What follows belongs to an exercise in optimizing a design on an open flow for small area, a short achievable clock period and few clock cycles; a production flow would make more cautious choices.
Only simulation tests tie the RTL to the original design; equivalence was not proved.
Power is estimated from default activity; no workload was simulated.

==> inputs of run B <==
// matrix3_add_mul_commutator_top
module matrix3_add_mul_commutator_top (
  input  logic                     clk,
  input  logic                     rst,
  input  logic                     cfg_we,
  input  logic [m3c_pkg::OP_W-1:0] cfg_wdata,
  input  logic                     cmd_valid,
  output logic                     cmd_stall,
  input  m3c_pkg::cmd_word_t       cmd_data,
  output logic                     res_valid,
  input  logic                     res_stall,
  output m3c_pkg::res_word_t       res_data
);
make LEC_CHECK=0 CAP_MARGIN=20 CORE_MARGIN=2 CORE_UTILIZATION=40 SLEW_MARGIN=20 finish   # period 9.0 ns
run.sh (not shown) runs the stock make flow with config.mk's settings and CLKGATE_MAP_FILE= SYNTH_SCRIPT=/design/flow/synth_recipe.tcl, a recipe that flattens the netlist after the stock synthesis.
==> run E (differences from run B) <==
--- a/flow/design.v
+++ b/flow/design.v
@@ -1112,18 +1112,17 @@
   logic [1:0] ph_next;
   assign ph_next = (ph == 2'd2) ? 2'd0 : ph + 2'd1;
   always_ff @(posedge clk) begin
     if (rst) ph <= 2'd0;
     else ph <= ph_next;
   end
   logic       act;
-  logic [1:0] si, sj;
-  logic [2:0] sq;
+  logic [2:0] ei, ej, kk;
+  logic       half, eb;
   logic [3:0] cur;
-  assign cur = {si, 2'b00} - {2'b00, si} + {2'b00, sj};   
   function automatic logic [3:0] last_use(input logic mb, input logic [1:0] x,
                                           input logic [1:0] y, input logic ew, input logic ab,
                                           input logic ba);
     logic [3:0] row_end, col_end;
     row_end = {x, 2'b00} - {2'b00, x} + 4'd2;   
     col_end = 4'd6 + {2'b00, y};
     if (ew) last_use = row_end - 4'd2 + {2'b00, y};
@@ -1201,159 +1200,150 @@
       ra[3*r+1] <= ra[3*r+2];
       ra[3*r+2] <= wa[r] ? ib_val : ra[3*r];
       rb[3*r] <= rb[3*r+1];
       rb[3*r+1] <= rb[3*r+2];
       rb[3*r+2] <= wb[r] ? ib_val : rb[3*r];
     end
   end
-  typedef struct packed {
-    logic [8:0] xsel;    
-    logic [8:0] ysel;    
-    logic       xone;    
-    logic       yone;    
-    logic       neg;
-    logic       first;
-    logic       last;    
-    logic       laste;   
-  } term_t;
-  function automatic logic [1:0] slot(input logic [1:0] c, input logic [1:0] p);
-    logic [2:0] d;
-    d = {1'b0, c} + 3'd3 - {1'b0, p};
-    slot = (d >= 3'd3) ? 2'(d - 3'd3) : d[1:0];
+  function automatic logic [2:0] rotl(input logic [2:0] v);
+    rotl = {v[1:0], v[2]};
   endfunction
-  function automatic term_t decode(input logic [1:0] i, input logic [1:0] j, input logic [2:0] q,
-                                   input logic [1:0] p, input logic ew, input logic ab,
-                                   input logic ba, input logic comm, input logic sub);
-    term_t t;
-    logic tab, tba, tea, teb;
-    logic [1:0] k, xr, xc, yr, yc;
-    logic [2:0] qq;
-    logic [3:0] xi, yi;
-    tab = 1'b0; tba = 1'b0; tea = 1'b0; teb = 1'b0;
-    k = 2'd0;
-    qq = 3'd0;
-    t.last = 1'b0;
-    if (ew) begin
-      tea = (q == 3'd0);
-      teb = (q != 3'd0);
-      t.last = (q == 3'd1);
-    end else if (ab) begin
-      tab = 1'b1;
-      k = q[1:0];
-      t.last = (q == 3'd2);
-    end else if (ba) begin
-      tba = 1'b1;
-      k = q[1:0];
-      t.last = (q == 3'd2);
-    end else if (comm && (i == j)) begin
-      tab = !q[1];
-      tba = q[1];
-      k = q[0] ? ((i == 2'd0) ? 2'd2 : i - 2'd1) : ((i == 2'd2) ? 2'd0 : i + 2'd1);
-      t.last = (q == 3'd3);
-    end else begin
-      tab = (q < 3'd3);
-      tba = (q >= 3'd3);
-      qq = (q >= 3'd3) ? q - 3'd3 : q;
-      k = qq[1:0];
-      t.last = (q == 3'd5);
-    end
-    t.neg = (sub && teb) || (comm && tba);
-    if (tab) begin
-      xr = i; xc = k; yr = k; yc = j;
-    end else if (tba) begin
-      xr = k; xc = j; yr = i; yc = k;
-    end else begin
-      xr = i; xc = j; yr = i; yc = j;
-    end
-    xi = {xr, 2'b00} - {2'b00, xr} + {2'b00, slot(xc, p)};
-    yi = {yr, 2'b00} - {2'b00, yr} + {2'b00, slot(yc, p)};
-    for (int e = 0; e < 9; e++) begin
-      t.xsel[e] = (xi == 4'(e)) && !teb;
-      t.ysel[e] = (yi == 4'(e)) && !tea;
-    end
-    t.xone = teb;
-    t.yone = tea;
-    t.first = (q == 3'd0);
-    t.laste = (i == 2'd2) && (j == 2'd2);
-    decode = t;
+  function automatic logic [2:0] rotr(input logic [2:0] v);
+    rotr = {v[0], v[2:1]};
   endfunction
-  term_t tc;   
+  typedef struct packed {
+    logic [2:0] xr, xs, yr, ys;
+    logic       xone, yone, neg, first, last, laste, lastk;
+    logic [2:0] kstart;
+  } term_t;
+  term_t tc;
   logic adv;
   logic m1first, m1last, m2first, m2last;
   logic [1:0] m1i, m1j, m2i, m2j;
   logic pend;
   logic [1:0] pi, pj;
   logic sk_valid;
   assign adv = act && (!tc.first || !(sk_valid || (pend && res_valid)));
   assign seq_free = !act || (adv && tc.last && tc.laste);
-  logic       n_act;
-  logic [1:0] n_i, n_j;
-  logic [2:0] n_q;
-  logic [1:0] s_i, s_j;
-  logic [2:0] s_q;
+  logic       n_act, n_half, n_eb;
+  logic [2:0] n_ei, n_ej, n_kk;
+  logic [3:0] n_cur;
   always_comb begin
-    s_i = si; s_j = sj; s_q = sq + 3'd1;
-    if (tc.last) begin
-      s_q = 3'd0;
-      if (sj == 2'd2) begin
-        s_j = 2'd0;
-        s_i = si + 2'd1;
-      end else begin
-        s_j = sj + 2'd1;
-      end
-    end
-    n_act = act; n_i = si; n_j = sj; n_q = sq;
+    n_act = act; n_ei = ei; n_ej = ej; n_kk = kk; n_half = half; n_eb = eb; n_cur = cur;
     if (adv) begin
-      n_i = s_i; n_j = s_j; n_q = s_q;
-      if (tc.last && tc.laste) begin
-        n_act = 1'b0;
-        n_i = 2'd0; n_j = 2'd0; n_q = 3'd0;
+      if (tc.last) begin
+        n_ej = rotl(ej);
+        n_ei = ej[2] ? rotl(ei) : ei;
+        n_cur = cur + 4'd1;
+        n_half = 1'b0;
+        n_eb = 1'b0;
+        n_kk = (op_comm && |(n_ei & n_ej)) ? rotl(n_ei) : 3'b001;
+        if (tc.laste) n_act = 1'b0;
+      end else if (op_ew) begin
+        n_eb = 1'b1;
+      end else if (tc.lastk) begin
+        n_half = 1'b1;
+        n_kk = tc.kstart;
+      end else begin
+        n_kk = rotl(kk);
       end
     end
     if (start) begin
       n_act = 1'b1;
-      n_i = 2'd0; n_j = 2'd0; n_q = 3'd0;
+      n_ei = 3'b001;
+      n_ej = 3'b001;
+      n_cur = 4'd0;
+      n_half = 1'b0;
+      n_eb = 1'b0;
+      n_kk = op_comm ? 3'b010 : 3'b001;
     end
   end
   always_ff @(posedge clk) begin
     if (rst) begin
       act <= 1'b0;
-      si <= 2'd0;
-      sj <= 2'd0;
-      sq <= 3'd0;
+      ei <= 3'b001;
+      ej <= 3'b001;
+      kk <= 3'b001;
+      half <= 1'b0;
+      eb <= 1'b0;
+      cur <= 4'd0;
     end else begin
       act <= n_act;
-      si <= n_i;
-      sj <= n_j;
-      sq <= n_q;
+      ei <= n_ei;
+      ej <= n_ej;
+      kk <= n_kk;
+      half <= n_half;
+      eb <= n_eb;
+      cur <= n_cur;
+    end
+  end
+  function automatic logic [2:0] slot(input logic [2:0] c, input logic [1:0] p);
+    slot = (p == 2'd0) ? c : ((p == 2'd1) ? rotr(c) : rotl(c));
+  endfunction
+  logic       d_first, d_last, d_laste, d_tab, d_tba, d_diag;
+  logic [2:0] d_kstart, d_klast;
+  always_comb begin
+    d_diag = |(n_ei & n_ej);
+    d_kstart = (op_comm && d_diag) ? rotl(n_ei) : 3'b001;
+    d_klast = (op_comm && d_diag) ? rotr(n_ei) : 3'b100;
+    d_first = op_ew ? !n_eb : (!n_half && (n_kk == d_kstart));
+    d_last = op_ew ? n_eb : (op_dual ? (n_half && (n_kk == d_klast)) : (n_kk == d_klast));
+    d_laste = n_ei[2] && n_ej[2];
+    d_tab = op_ab || (op_dual && !n_half);
+    d_tba = op_ba || (op_dual && n_half);
+  end
+  always_ff @(posedge clk) begin
+    tc.first <= d_first;
+    tc.last <= d_last;
+    tc.laste <= d_laste;
+    tc.lastk <= (n_kk == d_klast);
+    tc.kstart <= d_kstart;
+    tc.neg <= (op_sub && op_ew && n_eb) || (op_comm && n_half);
+    tc.xone <= op_ew && n_eb;
+    tc.yone <= op_ew && !n_eb;
+    if (op_ew) begin
+      tc.xr <= n_eb ? 3'b000 : n_ei;
+      tc.xs <= slot(n_ej, ph_next);
+      tc.yr <= n_eb ? n_ei : 3'b000;
+      tc.ys <= slot(n_ej, ph_next);
+    end else if (d_tab) begin
+      tc.xr <= n_ei;
+      tc.xs <= slot(n_kk, ph_next);
+      tc.yr <= n_kk;
+      tc.ys <= slot(n_ej, ph_next);
+    end else begin
+      tc.xr <= n_kk;
+      tc.xs <= slot(n_ej, ph_next);
+      tc.yr <= n_ei;
+      tc.ys <= slot(n_kk, ph_next);
     end
-    tc <= decode(n_i, n_j, n_q, ph_next, op_ew, op_ab, op_ba, op_comm, op_sub);
   end
   logic [31:0] xa, yb, yv;
   always_comb begin
     xa = '0;
     yb = '0;
-    for (int e = 0; e < 9; e++) begin
-      xa = xa | (ra[e] & {32{tc.xsel[e]}});
-      yb = yb | (rb[e] & {32{tc.ysel[e]}});
-    end
+    for (int r = 0; r < 3; r++)
+      for (int c = 0; c < 3; c++) begin
+        xa = xa | (ra[3*r+c] & {32{tc.xr[r] && tc.xs[c]}});
+        yb = yb | (rb[3*r+c] & {32{tc.yr[r] && tc.ys[c]}});
+      end
     yv = yb | {31'd0, tc.yone};
   end
   logic [31:0] mx;
   logic [15:0] mone, mtwo, msg;
   always_ff @(posedge clk) begin
     for (int r = 0; r < 16; r++) begin
       mone[r] <= adv && (yv[2*r] ^ ((r == 0) ? 1'b0 : yv[2*r-1]));
       mtwo[r] <= adv && ((yv[2*r+1] && !yv[2*r] && !((r == 0) ? 1'b0 : yv[2*r-1])) ||
                          (!yv[2*r+1] && yv[2*r] && ((r == 0) ? 1'b0 : yv[2*r-1])));
       msg[r] <= adv && (yv[2*r+1] ^ tc.neg);
     end
     mx <= (xa | {31'd0, tc.xone});
-    m1i <= si;
-    m1j <= sj;
+    m1i <= {ei[2], ei[1]};
+    m1j <= {ej[2], ej[1]};
     m2i <= m1i;
     m2j <= m1j;
   end
   always_ff @(posedge clk) begin
     if (rst) begin
       m1last <= 1'b0;
       m1first <= 1'b0;
==> summary of the runs <==
Between run B and run E, the lower sequential cell count is in run B (gap 6).
Fmax: run B is smaller than run E (about 27%).
In run E the cell count is larger than in run B, by about 0.2%.
In run B the first-iteration DRC count is higher than in run E, by 14%.
==> figures <==
item                                                      run E     run B
Tapcells inserted                                         1,488     1,476
Signal arrival time at the worst endpoint               5.45 ns   7.28 ns
Synthesis-stage register bit count                          987       981
Result of the run              no timing/DRC/antenna violations  no timing/DRC/antenna violations
Final nets                                                4,223     4,248
Transition time at the pin with the least slew margin  1.156 ns  1.272 ns
Synthesized-area fraction occupied by adder cells        14.52%    15.33%
Post-route core utilization                              45.13%    45.90%
Post-synthesis instance total                             3,826     3,787
Switching portion of total power                         25.65%    26.18%
Testbench counts of run B, summed over its fixed seeds: cycles 8,917.
Testbench counts of run E, summed over its fixed seeds: cycles 8,917.

[re-timing with driven ports]
In the flow no input, the clock included, has a driving cell. The finished layouts below were timed again as built, in two steps. Step 1 assumes that a clkbuf_16 drives the clock port and a buf_2 every other input. Step 2 also shifts input and output timing later by t, the mid clock arrival at the registers, as if the neighbouring blocks saw the same clock. a / b / c = ideal ports / drivers / drivers and shift; a / b = the first two.
run	shift t [ns]	setup slack, ns	latest minus earliest clock arrival (ns)	worst register clock-pin slew, ns
run B	0.755	2.343 / 2.343 / 2.343	0.059 / 0.058	0.07 / 0.07
run E	0.737	4.110 / 4.110 / 3.460	0.052 / 0.052	0.07 / 0.07
After both steps setup and hold are still met in every run listed. The setup slack of run E, which loses most, moves by 0.000 ns with the drivers and by -0.650 ns with both steps.
